Source: an optimization exercise on an open RTL-to-GDS flow (aim: small area, a short achievable clock period and few clock cycles). Production flows keep margins and buffers that such runs may drop. At most, simulation tests tie the RTL to the original design; equivalence was not proved.

==> inputs of exp/lagoon <==
==> flow/design.v <==
module pipe_exe_md #(
  parameter logic [31:0] DIV0_LO = 32'hFFFFFFFF
) (
  input  logic        clock,
  input  logic        resetn,
  input  logic        ebubble,
  input  logic [3:0]  ealuc,
  input  logic        ealuimm,
  input  logic        eshift,
  input  logic        ejal,
  input  logic [3:0]  emd,
  input  logic [31:0] ea,
  input  logic [31:0] eb,
  input  logic [31:0] eimm,
  input  logic [31:0] esa,
  input  logic [31:0] epc4,
  input  logic [4:0]  ern0,
  output logic [31:0] ealu,
  output logic [4:0]  ern,
  output logic        md_stall
);
  localparam logic [3:0] MD_MULT  = 4'd1;
  localparam logic [3:0] MD_MULTU = 4'd2;
  localparam logic [3:0] MD_DIV   = 4'd3;
  localparam logic [3:0] MD_DIVU  = 4'd4;
  localparam logic [3:0] MD_MFHI  = 4'd5;
  localparam logic [3:0] MD_MFLO  = 4'd6;
  localparam logic [3:0] MD_MTHI  = 4'd7;
  localparam logic [3:0] MD_MTLO  = 4'd8;
  logic [31:0] hi_q, lo_q;
  logic        hx_q;          
  logic        bprev_q;       
  logic [32:0] d_q;           
  logic        busy_q;
  logic        mul_q;         
  logic        sgn_q;         
  logic        fix_q;         
  logic        fixing_q;      
  logic        negq_q, negr_q;
  logic [3:0]  cnt_q;         
  logic [31:0] aluA, aluB, aluRes;
  assign aluA = eshift  ? esa  : ea;
  assign aluB = ealuimm ? eimm : eb;
  logic        aluSub;
  logic [31:0] aluBx, aluSum, aluP, aluG;
  assign aluSub  = (ealuc[2:0] == 3'b100);
  assign aluBx   = aluB ^ {32{aluSub}};
  pem_ks32 u_alu_add (.a(aluA), .b(aluBx), .cin(aluSub), .s(aluSum), .p(aluP), .g(aluG));
  logic        shLeft, shFill;
  logic [31:0] shIn, shOut, shRes;
  logic [32:0] shWide;
  assign shLeft = ~ealuc[2];
  assign shFill = ealuc[2] & ealuc[3] & aluB[31];
  always_comb begin
    for (int i = 0; i < 32; i++) shIn[i] = shLeft ? aluB[31-i] : aluB[i];
  end
  assign shWide = 33'($signed({shFill, shIn}) >>> aluA[4:0]);
  assign shOut  = shWide[31:0];
  always_comb begin
    for (int i = 0; i < 32; i++) shRes[i] = shLeft ? shOut[31-i] : shOut[i];
  end
  always_comb begin
    aluRes = 32'd0;
    case (ealuc[1:0])
      2'b00: aluRes = aluSum;
      2'b01: aluRes = ealuc[2] ? (aluP | aluG) : aluG;
      2'b10: aluRes = ealuc[2] ? {aluB[15:0], 16'd0} : aluP;
      2'b11: aluRes = shRes;
      default: aluRes = 32'd0;
    endcase
  end
  logic [31:0] pc8;
  pem_add #(30) u_pc8 (.a(epc4[31:2]), .b(30'd0), .cin(1'b1), .s(pc8[31:2]));
  assign pc8[1:0] = epc4[1:0];
  always_comb begin
    ealu = aluRes;
    ern  = ern0;
    if (ejal) begin
      ealu = pc8;
      ern  = 5'd31;
    end else if (emd == MD_MFHI) begin
      ealu = hi_q;
    end else if (emd == MD_MFLO) begin
      ealu = lo_q;
    end
  end
  logic isMul, isDiv, isHL, start;
  assign isMul = !ebubble && (emd == MD_MULT || emd == MD_MULTU);
  assign isDiv = !ebubble && (emd == MD_DIV  || emd == MD_DIVU);
  assign isHL  = !ebubble && (emd == MD_MFHI || emd == MD_MFLO ||
                              emd == MD_MTHI || emd == MD_MTLO);
  assign md_stall = resetn && busy_q && isHL;
  logic        dSigned, aNeg, bNeg;
  logic [31:0] absA, absB;
  logic [5:0]  zA, zB;
  logic [5:0]  sh;            
  logic        bZero, qZero;
  logic [32:0] dAlign;
  function automatic logic [5:0] clz32(input logic [31:0] x);
    logic [15:0]      z1;
    logic [15:0]      c1;
    logic [7:0]       z2;
    logic [7:0][1:0]  c2;
    logic [3:0]       z3;
    logic [3:0][2:0]  c3;
    logic [1:0]       z4;
    logic [1:0][3:0]  c4;
    logic             z5;
    logic [4:0]       c5;
    for (int i = 0; i < 16; i++) begin
      z1[i] = ~(x[2*i+1] | x[2*i]);
      c1[i] = ~x[2*i+1];
    end
    for (int i = 0; i < 8; i++) begin
      z2[i] = z1[2*i+1] & z1[2*i];
      c2[i] = z1[2*i+1] ? {1'b1, c1[2*i]} : {1'b0, c1[2*i+1]};
    end
    for (int i = 0; i < 4; i++) begin
      z3[i] = z2[2*i+1] & z2[2*i];
      c3[i] = z2[2*i+1] ? {1'b1, c2[2*i]} : {1'b0, c2[2*i+1]};
    end
    for (int i = 0; i < 2; i++) begin
      z4[i] = z3[2*i+1] & z3[2*i];
      c4[i] = z3[2*i+1] ? {1'b1, c3[2*i]} : {1'b0, c3[2*i+1]};
    end
    z5 = z4[1] & z4[0];
    c5 = z4[1] ? {1'b1, c4[0]} : {1'b0, c4[1]};
    clz32 = z5 ? 6'd32 : {1'b0, c5};
  endfunction
  function automatic logic [31:0] cneg32(input logic [31:0] x, input logic neg);
    logic below;
    below = 1'b0;
    for (int i = 0; i < 32; i++) begin
      cneg32[i] = x[i] ^ (neg & below);
      below = below | x[i];
    end
  endfunction
  assign dSigned = (emd == MD_DIV);
  assign aNeg  = dSigned && ea[31];
  assign bNeg  = dSigned && eb[31];
  assign absA  = cneg32(ea, aNeg);
  assign absB  = cneg32(eb, bNeg);
  assign zA    = clz32(absA);
  assign zB    = clz32(absB);
  assign bZero = (eb == 32'd0);
  assign qZero = (zA > zB);
  assign sh    = zB - zA;
  assign dAlign = {absB, 1'b0} << {sh[5:1], 1'b0};
  function automatic logic [83:0] csa42(input logic [41:0] x, input logic [41:0] y,
                                        input logic [41:0] z);
    logic [41:0] sm, cy;
    sm = x ^ y ^ z;
    cy = (x & y) | (x & z) | (y & z);
    csa42 = {cy[40:0], 1'b0, sm};
  endfunction
  logic [41:0] accX, aX, mSum, negs;
  logic [3:0][41:0] pp;
  logic [3:0]  bNegD;
  logic [8:0]  bWin;
  logic [83:0] l1a, l1b, l2, l3;
  assign accX = {{9{hx_q}}, hi_q};
  assign aX   = {{10{sgn_q & d_q[31]}}, d_q[31:0]};
  assign bWin = fixing_q ? 9'b000000010 : {lo_q[7:0], bprev_q};
  always_comb begin
    for (int i = 0; i < 4; i++) begin
      logic b0, b1, b2;
      logic [41:0] m;
      b0 = bWin[2*i];
      b1 = bWin[2*i+1];
      b2 = bWin[2*i+2];
      m = ((b1 ^ b0) ? aX : 42'd0) |
          (((b2 & ~b1 & ~b0) | (~b2 & b1 & b0)) ? {aX[40:0], 1'b0} : 42'd0);
      bNegD[i] = b2;
      pp[i] = (m ^ {42{b2}}) << (2 * i);
    end
    pp[1][0] = bNegD[0];
    pp[2][2] = bNegD[1];
    pp[3][4] = bNegD[2];
    negs = {35'd0, bNegD[3], 6'd0};
  end
  assign l1a = csa42(accX, pp[0], pp[1]);
  assign l1b = csa42(pp[2], pp[3], negs);
  assign l2  = csa42(l1a[41:0], l1a[83:42], l1b[41:0]);
  assign l3  = csa42(l2[41:0], l2[83:42], l1b[83:42]);
  pem_add #(42) u_madd (.a(l3[41:0]), .b(l3[83:42]), .cin(1'b0), .s(mSum));
  logic [33:0] t1, t2;
  logic        q1, q2;
  logic [31:0] r1, r2;
  pem_add #(34) u_sub1 (.a({2'b0, hi_q}), .b(~{1'b0, d_q}), .cin(1'b1), .s(t1));
  assign q1 = ~t1[33];
  assign r1 = q1 ? t1[31:0] : hi_q;
  pem_add #(34) u_sub2 (.a({2'b0, r1}), .b(~{2'b0, d_q[32:1]}), .cin(1'b1), .s(t2));
  assign q2 = ~t2[33];
  assign r2 = q2 ? t2[31:0] : r1;
  logic mulRun, mulFix, divRun, divFix, lastCyc, writeHi, writeLo;
  logic divImm, run;
  assign run     = busy_q & !isMul & !isDiv;
  assign lastCyc = (cnt_q == 4'd0);
  assign mulRun  = run &  mul_q & !fixing_q;
  assign mulFix  = run &  mul_q &  fixing_q;
  assign divRun  = run & !mul_q & !fixing_q;
  assign divFix  = run & !mul_q &  fixing_q;
  assign divImm  = bZero | qZero;
  assign writeHi = !busy_q && !ebubble && (emd == MD_MTHI);
  assign writeLo = !busy_q && !ebubble && (emd == MD_MTLO);
  always_ff @(posedge clock or negedge resetn) begin
    if (!resetn) begin
      busy_q   <= 1'b0;
      mul_q    <= 1'b0;
      sgn_q    <= 1'b0;
      fix_q    <= 1'b0;
      fixing_q <= 1'b0;
      negq_q   <= 1'b0;
      negr_q   <= 1'b0;
      cnt_q    <= 4'd0;
    end else if (isMul) begin
      busy_q   <= 1'b1;
      mul_q    <= 1'b1;
      sgn_q    <= (emd == MD_MULT);
      fix_q    <= (emd == MD_MULTU) && eb[31];
      fixing_q <= 1'b0;
      cnt_q    <= 4'd3;
    end else if (isDiv) begin
      busy_q   <= !divImm;
      mul_q    <= 1'b0;
      fix_q    <= aNeg || bNeg;
      fixing_q <= 1'b0;
      negq_q   <= aNeg ^ bNeg;
      negr_q   <= aNeg;
      cnt_q    <= 4'(sh[5:1]);
    end else if (busy_q) begin
      if (!lastCyc) begin
        cnt_q <= cnt_q - 4'd1;
      end else if (fix_q && !fixing_q) begin
        fixing_q <= 1'b1;
      end else begin
        fixing_q <= 1'b0;
        busy_q   <= 1'b0;
      end
    end
  end
  always_ff @(posedge clock) begin
    if (isMul) begin
      d_q <= {1'b0, ea};
    end else if (isDiv) begin
      d_q <= dAlign;
    end else if (divRun) begin
      d_q <= {2'b0, d_q[32:2]};
    end
  end
  always_ff @(posedge clock or negedge resetn) begin
    if (!resetn) begin
      hx_q    <= 1'b0;
      bprev_q <= 1'b0;
    end else if (isMul) begin
      hx_q    <= 1'b0;
      bprev_q <= 1'b0;
    end else if (mulRun) begin
      hx_q    <= mSum[40];
      bprev_q <= lo_q[7];
    end
  end
  logic selHiEa, selHiAbs, selHiHold, selLoDz, selLoHold, selLoEa;
  logic [31:0] hiD, loD;
  assign selHiEa   = (isDiv & divImm) | writeHi;
  assign selHiAbs  = isDiv & !divImm;
  assign selHiHold = !isMul & !isDiv & !busy_q & !writeHi;
  assign selLoDz   = isDiv & bZero;
  assign selLoEa   = writeLo;
  assign selLoHold = !isMul & !isDiv & (mulFix | (!busy_q & !writeLo));
  always_comb begin
    hiD = ({32{selHiEa}}   & ea)
        | ({32{selHiAbs}}  & absA)
        | ({32{mulRun}}    & mSum[39:8])
        | ({32{mulFix}}    & mSum[31:0])
        | ({32{divRun}}    & r2)
        | ({32{divFix}}    & cneg32(hi_q, negr_q))
        | ({32{selHiHold}} & hi_q);
    loD = ({32{isMul}}     & eb)
        | ({32{selLoDz}}   & DIV0_LO)
        | ({32{mulRun}}    & {mSum[7:0], lo_q[31:8]})
        | ({32{divRun}}    & {lo_q[29:0], q1, q2})
        | ({32{divFix}}    & cneg32(lo_q, negq_q))
        | ({32{selLoEa}}   & ea)
        | ({32{selLoHold}} & lo_q);
  end
  always_ff @(posedge clock or negedge resetn) begin
    if (!resetn) begin
      hi_q <= 32'd0;
      lo_q <= 32'd0;
    end else begin
      hi_q <= hiD;
      lo_q <= loD;
    end
  end
endmodule
module pem_add #(
  parameter int N = 32
) (
  input  logic [N-1:0] a,
  input  logic [N-1:0] b,
  input  logic         cin,
  output logic [N-1:0] s
);
  logic [N-1:0] p, g, pp, gg;
  always_comb begin
    p = a ^ b;
    g = a & b;
    gg = g;
    pp = p;
    gg[0] = g[0] | (p[0] & cin);
    for (int d = 1; d < N; d = d * 2) begin
      for (int i = 2 * d - 1; i < N; i = i + 2 * d) begin
        gg[i] = gg[i] | (pp[i] & gg[i-d]);
        pp[i] = pp[i] & pp[i-d];
      end
    end
    for (int d = 64; d >= 1; d = d / 2) begin
      for (int i = 3 * d - 1; i < N; i = i + 2 * d) begin
        gg[i] = gg[i] | (pp[i] & gg[i-d]);
        pp[i] = pp[i] & pp[i-d];
      end
    end
    s[0] = p[0] ^ cin;
    for (int i = 1; i < N; i++) s[i] = p[i] ^ gg[i-1];
  end
endmodule
module pem_ks32 (
  input  logic [31:0] a,
  input  logic [31:0] b,
  input  logic        cin,
  output logic [31:0] s,
  output logic [31:0] p,
  output logic [31:0] g
);
  logic [31:0] gg, pp, gn, pn;
  always_comb begin
    p = a ^ b;
    g = a & b;
    gg = g;
    pp = p;
    gg[0] = g[0] | (p[0] & cin);
    for (int d = 1; d < 32; d = d * 2) begin
      gn = gg;
      pn = pp;
      for (int i = d; i < 32; i++) begin
        gn[i] = gg[i] | (pp[i] & gg[i-d]);
        pn[i] = pp[i] & pp[i-d];
      end
      gg = gn;
      pp = pn;
    end
    s[0] = p[0] ^ cin;
    for (int i = 1; i < 32; i++) s[i] = p[i] ^ gg[i-1];
  end
endmodule
==> flow/flow/run.sh <==
#!/bin/bash
# The standard layout, with two changes to how the layout is made:
#  - the port buffers are buf_2 cells instead of the slow delay buffer that
#    buffer_ports picks by default (every port still gets its own buffer);
#  - the resizer may change a cell's footprint when it sizes gates.
# Synthesis is the standard one, unchanged.
set -euo pipefail
export BUFFER_PORTS_ARGS="-buffer_cell sky130_fd_sc_hd__buf_2"
sed 's/CLKGATE_MAP_FILE= /CLKGATE_MAP_FILE= MATCH_CELL_FOOTPRINT=0 /' standard.sh > standard_fp.sh
grep -q 'MATCH_CELL_FOOTPRINT=0' standard_fp.sh
bash standard_fp.sh > standard_flow.log 2>&1
==> flow/standard.sh <==
#!/bin/bash
# synth_recipe.tcl (not shown) runs the flow's synth.tcl, then flattens the netlist and writes it again
# the make line also repeats each setting of config.mk as NAME=value (left out here)
make -C /OpenROAD-flow-scripts/flow DESIGN_CONFIG=/design/flow/config.mk WORK_HOME=/design/flow/orfs CLKGATE_MAP_FILE= SYNTH_SCRIPT=/design/flow/synth_recipe.tcl "${@:-finish}"
==> flow/config.mk <==
export PLATFORM = sky130hd
export DESIGN_NAME = pipe_exe_md
export DESIGN_NICKNAME = pipe_exe_md
export VERILOG_FILES = /design/flow/design.v
export SDC_FILE = /design/flow/constraint.sdc
export NUM_CORES = 4
export LEC_CHECK = 0
export ABC_AREA = 1
export CAP_MARGIN = 20
export CORE_MARGIN = 2
export CORE_UTILIZATION = 40
export SETUP_SLACK_MARGIN = 1.5
export SLEW_MARGIN = 20
==> flow/constraint.sdc <==
create_clock -name core_clock -period 9.0 [get_ports {clock}]
set_input_delay 1.8000 -clock core_clock [delete_from_list [all_inputs] [get_ports {clock}]]
set_output_delay 1.8000 -clock core_clock [all_outputs]
set_load 0.01 [all_outputs]
==> exp/delta (differences from exp/lagoon) <==
==> flow/design.v, changed modules only <==
module pipe_exe_md #(
  parameter logic [31:0] DIV0_LO = 32'hFFFFFFFF
) (
  input  logic        clock,
  input  logic        resetn,
  input  logic        ebubble,
  input  logic [3:0]  ealuc,
  input  logic        ealuimm,
  input  logic        eshift,
  input  logic        ejal,
  input  logic [3:0]  emd,
  input  logic [31:0] ea,
  input  logic [31:0] eb,
  input  logic [31:0] eimm,
  input  logic [31:0] esa,
  input  logic [31:0] epc4,
  input  logic [4:0]  ern0,
  output logic [31:0] ealu,
  output logic [4:0]  ern,
  output logic        md_stall
);
  localparam logic [3:0] MD_MULT  = 4'd1;
  localparam logic [3:0] MD_MULTU = 4'd2;
  localparam logic [3:0] MD_DIV   = 4'd3;
  localparam logic [3:0] MD_DIVU  = 4'd4;
  localparam logic [3:0] MD_MFHI  = 4'd5;
  localparam logic [3:0] MD_MFLO  = 4'd6;
  localparam logic [3:0] MD_MTHI  = 4'd7;
  localparam logic [3:0] MD_MTLO  = 4'd8;
  logic [31:0] hi_q, lo_q;
  logic        hx_q;          
  logic        bprev_q;       
  logic [32:0] d_q;           
  logic        busy_q;
  logic        mul_q;         
  logic        sgn_q;         
  logic        fix_q;         
  logic        fixing_q;      
  logic        negq_q, negr_q;
  logic [3:0]  cnt_q;         
  logic [31:0] aluA, aluB, aluRes;
  assign aluA = eshift  ? esa  : ea;
  assign aluB = ealuimm ? eimm : eb;
  logic        aluSub;
  logic [31:0] aluBx, aluSum;
  logic [32:0] aluSumC;
  assign aluSub  = (ealuc[2:0] == 3'b100);
  assign aluBx   = aluB ^ {32{aluSub}};
  assign aluSumC = {aluA, 1'b1} + {aluBx, aluSub};
  assign aluSum  = aluSumC[32:1];
  logic        shLeft, shFill;
  logic [31:0] shIn, shOut, shRes;
  logic [32:0] shWide;
  assign shLeft = ~ealuc[2];
  assign shFill = ealuc[2] & ealuc[3] & aluB[31];
  always_comb begin
    for (int i = 0; i < 32; i++) shIn[i] = shLeft ? aluB[31-i] : aluB[i];
  end
  assign shWide = 33'($signed({shFill, shIn}) >>> aluA[4:0]);
  assign shOut  = shWide[31:0];
  always_comb begin
    for (int i = 0; i < 32; i++) shRes[i] = shLeft ? shOut[31-i] : shOut[i];
  end
  always_comb begin
    aluRes = 32'd0;
    case (ealuc[1:0])
      2'b00: aluRes = aluSum;
      2'b01: aluRes = ealuc[2] ? (aluA | aluBx) : (aluA & aluBx);
      2'b10: aluRes = ealuc[2] ? {aluB[15:0], 16'd0} : (aluA ^ aluBx);
      2'b11: aluRes = shRes;
      default: aluRes = 32'd0;
    endcase
  end
  logic [31:0] pc8;
  pem_add #(30) u_pc8 (.a(epc4[31:2]), .b(30'd0), .cin(1'b1), .s(pc8[31:2]));
  assign pc8[1:0] = epc4[1:0];
  always_comb begin
    ealu = aluRes;
    ern  = ern0;
    if (ejal) begin
      ealu = pc8;
      ern  = 5'd31;
    end else if (emd == MD_MFHI) begin
      ealu = hi_q;
    end else if (emd == MD_MFLO) begin
      ealu = lo_q;
    end
  end
  logic isMul, isDiv, isHL, start;
  assign isMul = !ebubble && (emd == MD_MULT || emd == MD_MULTU);
  assign isDiv = !ebubble && (emd == MD_DIV  || emd == MD_DIVU);
  assign isHL  = !ebubble && (emd == MD_MFHI || emd == MD_MFLO ||
                              emd == MD_MTHI || emd == MD_MTLO);
  assign md_stall = resetn && busy_q && isHL;
  logic        dSigned, aNeg, bNeg;
  logic [31:0] absA, absB;
  logic [5:0]  zA, zB;
  logic [5:0]  sh;            
  logic        bZero, qZero;
  logic [32:0] dAlign;
  function automatic logic [5:0] clz32(input logic [31:0] x);
    logic [15:0]      z1;
    logic [15:0]      c1;
    logic [7:0]       z2;
    logic [7:0][1:0]  c2;
    logic [3:0]       z3;
    logic [3:0][2:0]  c3;
    logic [1:0]       z4;
    logic [1:0][3:0]  c4;
    logic             z5;
    logic [4:0]       c5;
    for (int i = 0; i < 16; i++) begin
      z1[i] = ~(x[2*i+1] | x[2*i]);
      c1[i] = ~x[2*i+1];
    end
    for (int i = 0; i < 8; i++) begin
      z2[i] = z1[2*i+1] & z1[2*i];
      c2[i] = z1[2*i+1] ? {1'b1, c1[2*i]} : {1'b0, c1[2*i+1]};
    end
    for (int i = 0; i < 4; i++) begin
      z3[i] = z2[2*i+1] & z2[2*i];
      c3[i] = z2[2*i+1] ? {1'b1, c2[2*i]} : {1'b0, c2[2*i+1]};
    end
    for (int i = 0; i < 2; i++) begin
      z4[i] = z3[2*i+1] & z3[2*i];
      c4[i] = z3[2*i+1] ? {1'b1, c3[2*i]} : {1'b0, c3[2*i+1]};
    end
    z5 = z4[1] & z4[0];
    c5 = z4[1] ? {1'b1, c4[0]} : {1'b0, c4[1]};
    clz32 = z5 ? 6'd32 : {1'b0, c5};
  endfunction
  function automatic logic [31:0] cneg32(input logic [31:0] x, input logic neg);
    logic below;
    below = 1'b0;
    for (int i = 0; i < 32; i++) begin
      cneg32[i] = x[i] ^ (neg & below);
      below = below | x[i];
    end
  endfunction
  assign dSigned = (emd == MD_DIV);
  assign aNeg  = dSigned && ea[31];
  assign bNeg  = dSigned && eb[31];
  assign absA  = cneg32(ea, aNeg);
  assign absB  = cneg32(eb, bNeg);
  assign zA    = clz32(absA);
  assign zB    = clz32(absB);
  assign bZero = (eb == 32'd0);
  assign qZero = (zA > zB);
  assign sh    = zB - zA;
  assign dAlign = {absB, 1'b0} << {sh[5:1], 1'b0};
  function automatic logic [83:0] csa42(input logic [41:0] x, input logic [41:0] y,
                                        input logic [41:0] z);
    logic [41:0] sm, cy;
    sm = x ^ y ^ z;
    cy = (x & y) | (x & z) | (y & z);
    csa42 = {cy[40:0], 1'b0, sm};
  endfunction
  logic [41:0] accX, aX, mSum, corr;
  logic [3:0][41:0] pp;
  logic [3:0]  bNegD;
  logic [8:0]  bWin;
  logic        lastMul;
  logic [83:0] l1a, l1b, l2, l3;
  assign lastMul = (cnt_q == 4'd0);
  assign accX = {{9{hx_q}}, hi_q};
  assign aX   = {{10{sgn_q & d_q[31]}}, d_q[31:0]};
  assign bWin = {lo_q[7:0], bprev_q};
  always_comb begin
    for (int i = 0; i < 4; i++) begin
      logic b0, b1, b2;
      logic [41:0] m;
      b0 = bWin[2*i];
      b1 = bWin[2*i+1];
      b2 = bWin[2*i+2];
      m = ((b1 ^ b0) ? aX : 42'd0) |
          (((b2 & ~b1 & ~b0) | (~b2 & b1 & b0)) ? {aX[40:0], 1'b0} : 42'd0);
      bNegD[i] = b2;
      pp[i] = (m ^ {42{b2}}) << (2 * i);
    end
    pp[1][0] = bNegD[0];
    pp[2][2] = bNegD[1];
    pp[3][4] = bNegD[2];
    corr = (lastMul && !sgn_q && lo_q[7]) ? {aX[33:0], 8'd0} : 42'd0;
    corr[6] = bNegD[3];
  end
  assign l1a = csa42(accX, pp[0], pp[1]);
  assign l1b = csa42(pp[2], pp[3], corr);
  assign l2  = csa42(l1a[41:0], l1a[83:42], l1b[41:0]);
  assign l3  = csa42(l2[41:0], l2[83:42], l1b[83:42]);
  pem_add #(42) u_madd (.a(l3[41:0]), .b(l3[83:42]), .cin(1'b0), .s(mSum));
  logic [33:0] t1, t2;
  logic        q1, q2;
  logic [31:0] r1, r2;
  pem_add #(34) u_sub1 (.a({2'b0, hi_q}), .b(~{1'b0, d_q}), .cin(1'b1), .s(t1));
  assign q1 = ~t1[33];
  assign r1 = q1 ? t1[31:0] : hi_q;
  pem_add #(34) u_sub2 (.a({2'b0, r1}), .b(~{2'b0, d_q[32:1]}), .cin(1'b1), .s(t2));
  assign q2 = ~t2[33];
  assign r2 = q2 ? t2[31:0] : r1;
  always_ff @(posedge clock or negedge resetn) begin
    if (!resetn) begin
      busy_q <= 1'b0;
      mul_q  <= 1'b0;
      sgn_q  <= 1'b0;
      fix_q  <= 1'b0;
      fixing_q <= 1'b0;
      negq_q <= 1'b0;
      negr_q <= 1'b0;
      cnt_q  <= 4'd0;
    end else if (isMul) begin
      busy_q <= 1'b1;
      mul_q  <= 1'b1;
      fixing_q <= 1'b0;
      sgn_q  <= (emd == MD_MULT);
      cnt_q  <= 4'd3;
    end else if (isDiv) begin
      busy_q <= !(bZero || qZero);
      mul_q  <= 1'b0;
      fix_q  <= aNeg || bNeg;
      fixing_q <= 1'b0;
      negq_q <= aNeg ^ bNeg;
      negr_q <= aNeg;
      cnt_q  <= 4'(sh[5:1]);
    end else if (busy_q) begin
      if (cnt_q != 4'd0) begin
        cnt_q <= cnt_q - 4'd1;
      end else if (!mul_q && fix_q && !fixing_q) begin
        fixing_q <= 1'b1;
      end else begin
        fixing_q <= 1'b0;
        busy_q <= 1'b0;
      end
    end
  end
  always_ff @(posedge clock) begin
    if (isMul) begin
      d_q <= {1'b0, ea};
    end else if (isDiv) begin
      d_q <= dAlign;
    end else if (busy_q && !mul_q) begin
      d_q <= {2'b0, d_q[32:2]};
    end
  end
  always_ff @(posedge clock or negedge resetn) begin
    if (!resetn) begin
      hi_q <= 32'd0;
      lo_q <= 32'd0;
      hx_q <= 1'b0;
      bprev_q <= 1'b0;
    end else if (isMul) begin
      hi_q <= 32'd0;
      lo_q <= eb;
      hx_q <= 1'b0;
      bprev_q <= 1'b0;
    end else if (isDiv) begin
      hi_q <= (bZero || qZero) ? ea : absA;
      lo_q <= bZero ? DIV0_LO : 32'd0;
    end else if (busy_q) begin
      if (mul_q) begin
        hi_q <= mSum[39:8];
        lo_q <= {mSum[7:0], lo_q[31:8]};
        hx_q <= mSum[40];
        bprev_q <= lo_q[7];
      end else if (!fixing_q) begin
        hi_q <= r2;
        lo_q <= {lo_q[29:0], q1, q2};
      end else begin
        hi_q <= cneg32(hi_q, negr_q);
        lo_q <= cneg32(lo_q, negq_q);
      end
    end else if (!ebubble) begin
      if (emd == MD_MTHI) hi_q <= ea;
      if (emd == MD_MTLO) lo_q <= ea;
    end
  end
endmodule
// module pem_ks32 removed
==> flow/flow/run.sh (replaced) <==
#!/bin/bash
set -euo pipefail
export BUFFER_PORTS_ARGS="-buffer_cell sky130_fd_sc_hd__buf_2"
bash standard.sh > standard_flow.log 2>&1
==> summary.txt <==
Register-to-register slack: exp/lagoon is higher than exp/delta (0.15 ns).
In exp/lagoon the non-clock buffer count is lower than in exp/delta, by 78.
In exp/delta the synthesized area is larger than in exp/lagoon, by 5.1%.
Against exp/lagoon, the cell count of exp/delta is larger by 7.7%.
Clock-buffer cell count: exp/lagoon is higher than exp/delta (1).
Global-route usage: exp/lagoon is higher than exp/delta (0.72 points).
Design area: exp/lagoon is lower than exp/delta (about 7%).
Between exp/delta and exp/lagoon, the lower hold slack is in exp/lagoon (gap 0.0082 ns).
==> figures <==
item	exp/delta	exp/lagoon
Number of tap cells inserted	969	940
Gpl congestion	1.05	1.06
Number of multi-input combinational cells in the layout	3508	3326
Wire length on met1	58400 µm	52600 µm
Share of the synthesized area in the top cell type	12.6%	11.0%
Run status	finished clean	finished clean
Cell area reported after detailed placement	0.0320 mm²	0.0306 mm²
Fraction of final layout cells sized beyond drive strength 1	16.0%	16.6%
Post-Syn Area per Cell	6.53 µm²	6.74 µm²
Initial Utilization	40.3%	40.5%
Worst r2r path cells	49	43
Fraction of the yosys area taken by sequential cells	9.73%	10.2%
Number of antenna violations at the first check in global routing	5	13
Final core utilization	47.1%	46.4%
Wirelength, routed	142000 µm	137000 µm
Clock period minus worst slack	7.49 ns	7.42 ns
Slowest library cell on the worst path	sky130_fd_sc_hd__xor2_1	sky130_fd_sc_hd__ha_1
Testbench counts of exp/lagoon, summed over its fixed seeds: cycles 31,550.
The RTL of exp/delta was laid out without a check of its function.

## re-timing with driven ports
The results above use ideal ports. As a check the final layouts listed here were re-extracted and re-timed, cells and wires unchanged. Step 1 assumes that a clkbuf_16 drives the clock port and a buf_2 every other input. Step 2 times the ports against the registers' clock, not the clock port: input delays grow and output delays shrink by t, the midpoint of the rising clock arrivals with the driver on. a / b / c = no drivers / after step 1 / after step 2; a / b = the first two.
run | t (ns) | setup WS [ns] | worst data-port slew with drivers (ns)
exp/lagoon | 0.434 | 1.584 / 1.529 / 1.295 | 0.12
exp/delta | 0.457 | 1.508 / 1.427 / 1.114 | 0.15
After both steps every run listed still meets setup and hold. The setup slack of exp/delta, which loses most, moves by -0.081 ns with the drivers and by -0.394 ns with both steps.
